What follows belongs to an exercise in optimizing a design on an open flow for a short achievable clock period and few clock cycles; a production flow would make more cautious choices.
Power and IR drop assume default switching activity.

==> inputs of build 25 <==
// fill_rect_top
module fill_rect_top #(
    parameter int ADDR_W     = 24,
    parameter int FIFO_DEPTH = 16
) (
    input  logic                clk,
    input  logic                rst_,
    input  logic                cmd_valid,
    input  logic [7:0]          cmd_data,
    output logic                cmd_ready,
    input  logic                cfg_wr,
    input  logic [1:0]          cfg_addr,
    input  logic [31:0]         cfg_wdata,
    output logic [31:0]         cfg_rdata,
    output logic                busy,
    output logic                pix_valid,
    input  logic                pix_ready,
    output logic [ADDR_W-1:0]   pix_addr,
    output fill_rect_pkg::rgb_t pix_rgb
);
    localparam int QW = ADDR_W + 16 + 16 + 3 + 12;
    logic [ADDR_W-1:0]     fb_base;
    fill_rect_pkg::coord_t stride;
    logic [17:0]           stride3;
    fill_rect_pkg::coord_t clip_w;
    fill_rect_pkg::coord_t clip_h;
    logic                  partial_next;
    logic                  accept_last;
    logic                  cmd_push;
    logic [ADDR_W-1:0]     push_addr;
    fill_rect_pkg::coord_t push_w, push_h;
    logic                  push_w1, push_h1, push_empty;
    fill_rect_pkg::rgb_t   push_rgb;
    logic                  q_pop;
    logic                  head_valid;
    logic [QW-1:0]         head_data;
    logic                  q_not_empty_next;
    logic                  rect_done;
    logic                  pv_next;
    logic                  busy_next;
    fill_rect_decode_engine #(
  ...
Settings: LEC_CHECK=0, ABC_CLOCK_PERIOD_IN_PS=3000, CAP_MARGIN=20, CORE_MARGIN=2, CORE_UTILIZATION=40, SETUP_SLACK_MARGIN=3.2, SLEW_MARGIN=20, SYNTH_HIERARCHICAL=1, SYNTH_MINIMUM_KEEP_SIZE=0; clock period 6.5 ns.
run.sh (not shown) runs the stock make flow with config.mk's settings and CLKGATE_MAP_FILE= SYNTH_SCRIPT=/design/flow/synth_recipe.tcl, a recipe that flattens the netlist after the stock synthesis.
==> build 17 (differences from build 25) <==
--- a/flow/design.v
+++ b/flow/design.v
@@ -25,39 +25,39 @@
     output logic         not_empty_next
 );
     localparam int CNT_W = $clog2(DEPTH + 1);
     logic [W-1:0]     mem [DEPTH];
     logic [CNT_W-1:0] cnt;
     logic [CNT_W-1:0] cnt_d;
     logic [CNT_W-1:0] occ_d;
-    logic             full_q;
+    logic             ready_q;
     assign head_valid = (cnt != '0);
     assign head_data  = mem[0];
-    assign cmd_ready  = !full_q;
+    assign cmd_ready  = ready_q;
     always_comb
     begin
         cnt_d = cnt;
         if (push && !pop)
             cnt_d = cnt + 1'b1;
         else if (!push && pop)
             cnt_d = cnt - 1'b1;
     end
     assign occ_d          = cnt_d + CNT_W'(accept_last);
-    assign not_empty_next = (occ_d != '0);
+    assign not_empty_next = (cnt_d != '0);
     always_ff @(posedge clk or negedge rst_)
     begin
         if (!rst_)
         begin
-            cnt    <= '0;
-            full_q <= 1'b0;
+            cnt     <= '0;
+            ready_q <= 1'b1;
         end
         else
         begin
-            cnt    <= cnt_d;
-            full_q <= (occ_d >= CNT_W'(DEPTH));
+            cnt     <= cnt_d;
+            ready_q <= (occ_d < CNT_W'(DEPTH));
         end
     end
     always_ff @(posedge clk)
     begin
         for (int i = 0; i < DEPTH; i++)
         begin
             if (pop)
@@ -82,42 +82,45 @@
     input  logic [7:0]            cmd_data,
     input  logic                  cmd_ready,
     input  logic [ADDR_W-1:0]     fb_base,
     input  fill_rect_pkg::coord_t stride,
     input  logic [17:0]           stride3,
     input  fill_rect_pkg::coord_t clip_w,
     input  fill_rect_pkg::coord_t clip_h,
-    output logic                  partial_next,
+    output logic                  partial,
     output logic                  accept_last,
     output logic                  cmd_push,
     output logic [ADDR_W-1:0]     push_addr,
+    output logic [ADDR_W-1:0]     push_addr2,
     output fill_rect_pkg::coord_t push_w,
     output fill_rect_pkg::coord_t push_h,
     output logic                  push_w1,
     output logic                  push_h1,
     output logic                  push_empty,
     output fill_rect_pkg::rgb_t   push_rgb
 );
     logic [3:0]  bidx;
     logic        accept;
     logic [7:0]  xh, xl, yh, yl, wh, wl, hh, hl;
     logic [3:0]  rv, gv, bv;
     logic [15:0] x, y, w, h;
-    logic [ADDR_W-1:0] bx_q;
     logic [ADDR_W-1:0] acc_q;
+    logic [ADDR_W-1:0] acc2_q;
     logic [16:0]       dx_q, dy_q;
     logic [15:0]       visw_q, vish_q;
-    logic        m_run;
-    logic [7:0]  m_oh;
-    logic        m_stall;
-    logic [1:0]  m_dig;
-    logic [17:0] pp_q;
-    assign accept  = cmd_valid && cmd_ready;
-    assign accept_last  = accept && (bidx == 4'd10);
-    assign partial_next = accept ? (bidx != 4'd10) : (bidx != 4'd0);
+    logic              m_run;
+    logic [7:0]        m_oh;
+    logic              m_stall;
+    logic [1:0]        m_dig;
+    logic [ADDR_W-1:0] m_s1;
+    logic [ADDR_W-1:0] m_s3;
+    logic [ADDR_W-1:0] m_pp;
+    assign accept      = cmd_valid && cmd_ready;
+    assign accept_last = accept && (bidx == 4'd10);
+    assign partial     = (bidx != 4'd0);
     assign x = {xh, xl};
     assign y = {yh, yl};
     assign w = {wh, wl};
     assign h = {hh, hl};
     always_ff @(posedge clk or negedge rst_)
     begin
         if (!rst_)
@@ -160,57 +163,68 @@
                 4'd7:  hl <= cmd_data;
                 4'd8:  rv <= cmd_data[3:0];
                 4'd9:  gv <= cmd_data[3:0];
                 default: bv <= cmd_data[3:0];
             endcase
         end
     end
-    function automatic logic [17:0] stride_mul(input logic [1:0] d,
-                                               input fill_rect_pkg::coord_t s,
-                                               input logic [17:0] s3);
-        case (d)
-            2'd0: stride_mul = '0;
-            2'd1: stride_mul = {2'b0, s};
-            2'd2: stride_mul = {1'b0, s, 1'b0};
-            default: stride_mul = s3;
+    assign m_stall = m_oh[4] && (bidx == 4'd3);
+    assign m_dig   = ({2{m_oh[0]}} & yh[1:0]) | ({2{m_oh[1]}} & yh[3:2]) |
+                     ({2{m_oh[2]}} & yh[5:4]) | ({2{m_oh[3]}} & yh[7:6]) |
+                     ({2{m_oh[4]}} & yl[1:0]) | ({2{m_oh[5]}} & yl[3:2]) |
+                     ({2{m_oh[6]}} & yl[5:4]) | ({2{m_oh[7]}} & yl[7:6]);
+    always_comb
+    begin
+        case (m_dig)
+            2'd0: m_pp = '0;
+            2'd1: m_pp = m_s1;
+            2'd2: m_pp = {m_s1[ADDR_W-2:0], 1'b0};
+            default: m_pp = m_s3;
         endcase
-    endfunction
-    assign m_stall = m_oh[3] && (bidx == 4'd3);
-    assign m_dig   = ({2{m_oh[0]}} & yh[5:4]) | ({2{m_oh[1]}} & yh[3:2]) |
-                     ({2{m_oh[2]}} & yh[1:0]) | ({2{m_oh[3]}} & yl[7:6]) |
-                     ({2{m_oh[4]}} & yl[5:4]) | ({2{m_oh[5]}} & yl[3:2]) |
-                     ({2{m_oh[6]}} & yl[1:0]);
+    end
     always_ff @(posedge clk)
     begin
         if (accept && bidx == 4'd2)
         begin
-            acc_q <= '0;
-            pp_q  <= stride_mul(cmd_data[7:6], stride, stride3);
+            acc_q  <= fb_base + ADDR_W'(x);
+            acc2_q <= fb_base + ADDR_W'(x) + ADDR_W'(stride);
+            m_s1   <= ADDR_W'({stride, 8'd0});
+            m_s3   <= ADDR_W'({stride3, 8'd0});
         end
         else if (m_run && !m_stall)
         begin
-            acc_q <= {acc_q[ADDR_W-3:0], 2'b00} + ADDR_W'(pp_q);
-            pp_q  <= stride_mul(m_dig, stride, stride3);
+            acc_q  <= acc_q + m_pp;
+            acc2_q <= acc2_q + m_pp;
+            if (m_oh[3])
+            begin
+                m_s1 <= ADDR_W'(stride);
+                m_s3 <= ADDR_W'(stride3);
+            end
+            else
+            begin
+                m_s1 <= {m_s1[ADDR_W-3:0], 2'b00};
+                m_s3 <= {m_s3[ADDR_W-3:0], 2'b00};
+            end
         end
     end
     always_ff @(posedge clk)
     begin
-        bx_q   <= fb_base + ADDR_W'(x);
-        dx_q   <= {1'b0, clip_w} - {1'b0, x};
-        dy_q   <= {1'b0, clip_h} - {1'b0, y};
+        dx_q <= {1'b0, clip_w} - {1'b0, x};
+        dy_q <= {1'b0, clip_h} - {1'b0, y};
         if (dx_q[16] || dx_q[15:0] == 16'd0)
             visw_q <= '0;
         else
             visw_q <= (w < dx_q[15:0]) ? w : dx_q[15:0];
         if (dy_q[16] || dy_q[15:0] == 16'd0)
             vish_q <= '0;
         else
             vish_q <= (h < dy_q[15:0]) ? h : dy_q[15:0];
     end
-    assign push_addr  = acc_q + bx_q;
+    assign push_addr  = acc_q;
+    assign push_addr2 = acc2_q;
     assign push_w     = visw_q;
     assign push_h     = vish_q;
     assign push_w1    = (visw_q == 16'd1);
     assign push_h1    = (vish_q == 16'd1);
     assign push_empty = (visw_q == 16'd0) || (vish_q == 16'd0);
     assign push_rgb   = {rv, gv, bv};
 endmodule
@@ -218,14 +232,15 @@
 module fill_rect_pixel_gen #(
     parameter int ADDR_W = 24
 ) (
     input  logic                  clk,
     input  logic                  rst_,
     input  logic                  head_valid,
     input  logic [ADDR_W-1:0]     head_addr,
+    input  logic [ADDR_W-1:0]     head_addr2,
     input  fill_rect_pkg::coord_t head_w,
     input  fill_rect_pkg::coord_t head_h,
     input  logic                  head_w1,
     input  logic                  head_h1,
     input  logic                  head_empty,
     input  fill_rect_pkg::rgb_t   head_rgb,
     input  fill_rect_pkg::coord_t stride,
@@ -239,23 +254,21 @@
 );
     logic              xfer;
     logic              last_pix;
     logic              load;
     logic              load_empty;
     fill_rect_pkg::coord_t ccnt, rcnt, wid;
     logic              clast, rlast, wid1;
-    logic [ADDR_W-1:0] rowst;
     logic [ADDR_W-1:0] next_row;
     assign xfer       = pix_valid && pix_ready;
     assign last_pix   = clast && rlast;
     assign load       = head_valid && !head_empty && (!pix_valid || (xfer && last_pix));
     assign load_empty = head_valid && head_empty && !pix_valid;
     assign pop        = load || load_empty;
     assign rect_done  = (xfer && last_pix) || load_empty;
-    assign next_row   = rowst + ADDR_W'(stride);
     always_comb
     begin
         pv_next = pix_valid;
         if (load)
             pv_next = 1'b1;
         else if (xfer && last_pix)
             pv_next = 1'b0;
@@ -268,29 +281,29 @@
             pix_valid <= pv_next;
     end
     always_ff @(posedge clk)
     begin
         if (load)
         begin
             pix_addr <= head_addr;
-            rowst    <= head_addr;
+            next_row <= head_addr2;
             pix_rgb  <= head_rgb;
             ccnt     <= head_w;
             clast    <= head_w1;
             wid      <= head_w;
             wid1     <= head_w1;
             rcnt     <= head_h;
             rlast    <= head_h1;
         end
         else if (xfer)
         begin
             if (clast)
             begin
                 pix_addr <= next_row;
-                rowst    <= next_row;
+                next_row <= next_row + ADDR_W'(stride);
                 ccnt     <= wid;
                 clast    <= wid1;
                 rcnt     <= rcnt - 16'd1;
                 rlast    <= (rcnt == 16'd2);
             end
             else
             begin
@@ -399,24 +412,25 @@
     output logic [31:0]         cfg_rdata,
     output logic                busy,
     output logic                pix_valid,
     input  logic                pix_ready,
     output logic [ADDR_W-1:0]   pix_addr,
     output fill_rect_pkg::rgb_t pix_rgb
 );
-    localparam int QW = ADDR_W + 16 + 16 + 3 + 12;
+    localparam int QW = ADDR_W + ADDR_W + 16 + 16 + 3 + 12;
     logic [ADDR_W-1:0]     fb_base;
     fill_rect_pkg::coord_t stride;
     logic [17:0]           stride3;
     fill_rect_pkg::coord_t clip_w;
     fill_rect_pkg::coord_t clip_h;
-    logic                  partial_next;
+    logic                  partial;
     logic                  accept_last;
     logic                  cmd_push;
     logic [ADDR_W-1:0]     push_addr;
+    logic [ADDR_W-1:0]     push_addr2;
     fill_rect_pkg::coord_t push_w, push_h;
     logic                  push_w1, push_h1, push_empty;
     fill_rect_pkg::rgb_t   push_rgb;
     logic                  q_pop;
     logic                  head_valid;
     logic [QW-1:0]         head_data;
     logic                  q_not_empty_next;
@@ -432,47 +446,49 @@
         .cmd_data     (cmd_data),
         .cmd_ready    (cmd_ready),
         .fb_base      (fb_base),
         .stride       (stride),
         .stride3      (stride3),
         .clip_w       (clip_w),
         .clip_h       (clip_h),
-        .partial_next (partial_next),
+        .partial      (partial),
         .accept_last  (accept_last),
         .cmd_push     (cmd_push),
         .push_addr    (push_addr),
+        .push_addr2   (push_addr2),
         .push_w       (push_w),
         .push_h       (push_h),
         .push_w1      (push_w1),
         .push_h1      (push_h1),
         .push_empty   (push_empty),
         .push_rgb     (push_rgb)
     );
     cmd_fifo #(
         .DEPTH (4),
         .W     (QW)
     ) u_cmd_fifo (
         .clk            (clk),
         .rst_           (rst_),
         .push           (cmd_push),
-        .push_data      ({push_addr, push_w, push_h, push_w1, push_h1, push_empty, push_rgb}),
+        .push_data      ({push_addr, push_addr2, push_w, push_h, push_w1, push_h1, push_empty, push_rgb}),
         .pop            (q_pop),
         .head_valid     (head_valid),
         .head_data      (head_data),
         .accept_last    (accept_last),
         .cmd_ready      (cmd_ready),
         .not_empty_next (q_not_empty_next)
     );
     fill_rect_pixel_gen #(
         .ADDR_W (ADDR_W)
     ) u_pixel_gen (
         .clk        (clk),
         .rst_       (rst_),
         .head_valid (head_valid),
         .head_addr  (head_data[QW-1 -: ADDR_W]),
+        .head_addr2 (head_data[QW-ADDR_W-1 -: ADDR_W]),
         .head_w     (head_data[46:31]),
         .head_h     (head_data[30:15]),
         .head_w1    (head_data[14]),
         .head_h1    (head_data[13]),
         .head_empty (head_data[12]),
         .head_rgb   (head_data[11:0]),
         .stride     (stride),
@@ -480,15 +496,15 @@
         .rect_done  (rect_done),
         .pv_next    (pv_next),
         .pix_valid  (pix_valid),
         .pix_ready  (pix_ready),
         .pix_addr   (pix_addr),
         .pix_rgb    (pix_rgb)
     );
-    assign busy_next = partial_next || q_not_empty_next || pv_next;
+    assign busy_next = partial || q_not_empty_next || pv_next;
     fb_config_regs #(
         .ADDR_W (ADDR_W)
     ) u_config_regs (
         .clk        (clk),
         .rst_       (rst_),
         .cfg_wr     (cfg_wr),
         .cfg_addr   (cfg_addr),
==> comparison <==
- In build 25 the count of clock-buffer cells in the layout is lower than in build 17, by 20.
- Between build 17 and build 25, the lower flip-flop and latch count is in build 25 (gap 126).
- In build 25 the setup slack is better than in build 17, by 0.60 ns.
- Of build 25 and build 17, build 17 has the higher area after synthesis (gap about 15%, measured against build 17).
- In build 25 the die area is lower than in build 17, by 15%.
- Against build 25, the cell area of build 17 is higher by about 22%.
- Against build 17, the non-clock buffer count of build 25 is lower by 118.
- Of build 25 and build 17, build 17 has the higher clock skew (gap 0.032 ns).
- Between build 17 and build 25, the lower via count is in build 25 (gap about 19%, measured against build 25).
- In worst hold slack, build 17 and build 25 hardly differ.
- Between build 17 and build 25, the lower wire length is in build 25 (gap about 20%, measured against build 25).
==> figures <==
item                                                                                                build 17                 build 25
Status                                                                                        finished clean           finished clean
Final net count                                                                                        4,394                    3,694
Fraction of area in multi-input gates                                                                  42.6%                    42.6%
Mux share of post-synthesis cell area                                                                  20.8%                    20.5%
Overall routing resource usage                                                                         20.2%                    19.7%
Required time of the worst setup path                                                                6.91 ns                  5.20 ns
Critical R2R Launch                                                                         u_decode.m_oh[3]  u_config_regs.stride[0]
Count of clock buffers in the final design                                                               141                      121
Hold path start                                                                         u_cmd_fifo.mem[0][9]     u_cmd_fifo.mem[0][4]
Total power of the final layout                                                                    31,800 uW                20,400 uW
Final sequential cell count                                                                              871                      745
HPWL Detailed                                                                                      81,800 um                68,000 um
Number of global-route vias before repair                                                             30,300                   25,600
Post-synthesis share of cell area spent on full adders, half adders and majority gates                 5.47%                    5.64%
Number of setup buffers added after CTS                                                                   91                       10
Count of buffers not belonging to the clock network in the layout                                        293                      175
Headroom to the max-slew limit                                                                         27.7%                    23.0%
Pre-Repair DR Iteration Count                                                                              7                        5
Total via count after detailed routing                                                                30,900                   26,000
Max frequency                                                                                        251 MHz                  296 MHz
Clock group total power                                                                              5670 uW                  4830 uW
Register area                                                                                     22,700 um2               19,000 um2
Fraction of area in registers                                                                          41.6%                    42.5%
Function was not checked in any run of this note: the RTL went through the layout flow alone.

## afterwards: timing with drivers on the ports
How much do the figures lean on ideal ports? The routed layouts below were timed once more, with nothing changed but the port constraints. Step 1, drivers: a clkbuf_16 drives clk and a buf_2 each remaining input, both assumed. Step 2, shift: input delay + t, output delay - t, t = (earliest + latest rising clock arrival at the registers) / 2. This alone moves slack from input paths to output paths. Slacks: ideal / step 1 / step 2; pairs: ideal / step 1.
| run | t (ns) | slack for setup (ns) | hold slack, ns |
|---|---|---|---|
| build 25 | 0.696 | 3.120 / 2.666 / 2.577 | 0.417 / 0.417 / 0.417 |
| build 17 | 0.722 | 2.516 / 2.516 / 2.516 | 0.417 / 0.417 / 0.417 |
After both steps setup and hold are still met in every run listed. For build 25, which loses most, drivers alone change the setup slack by -0.454 ns; drivers and shift together by -0.543 ns.
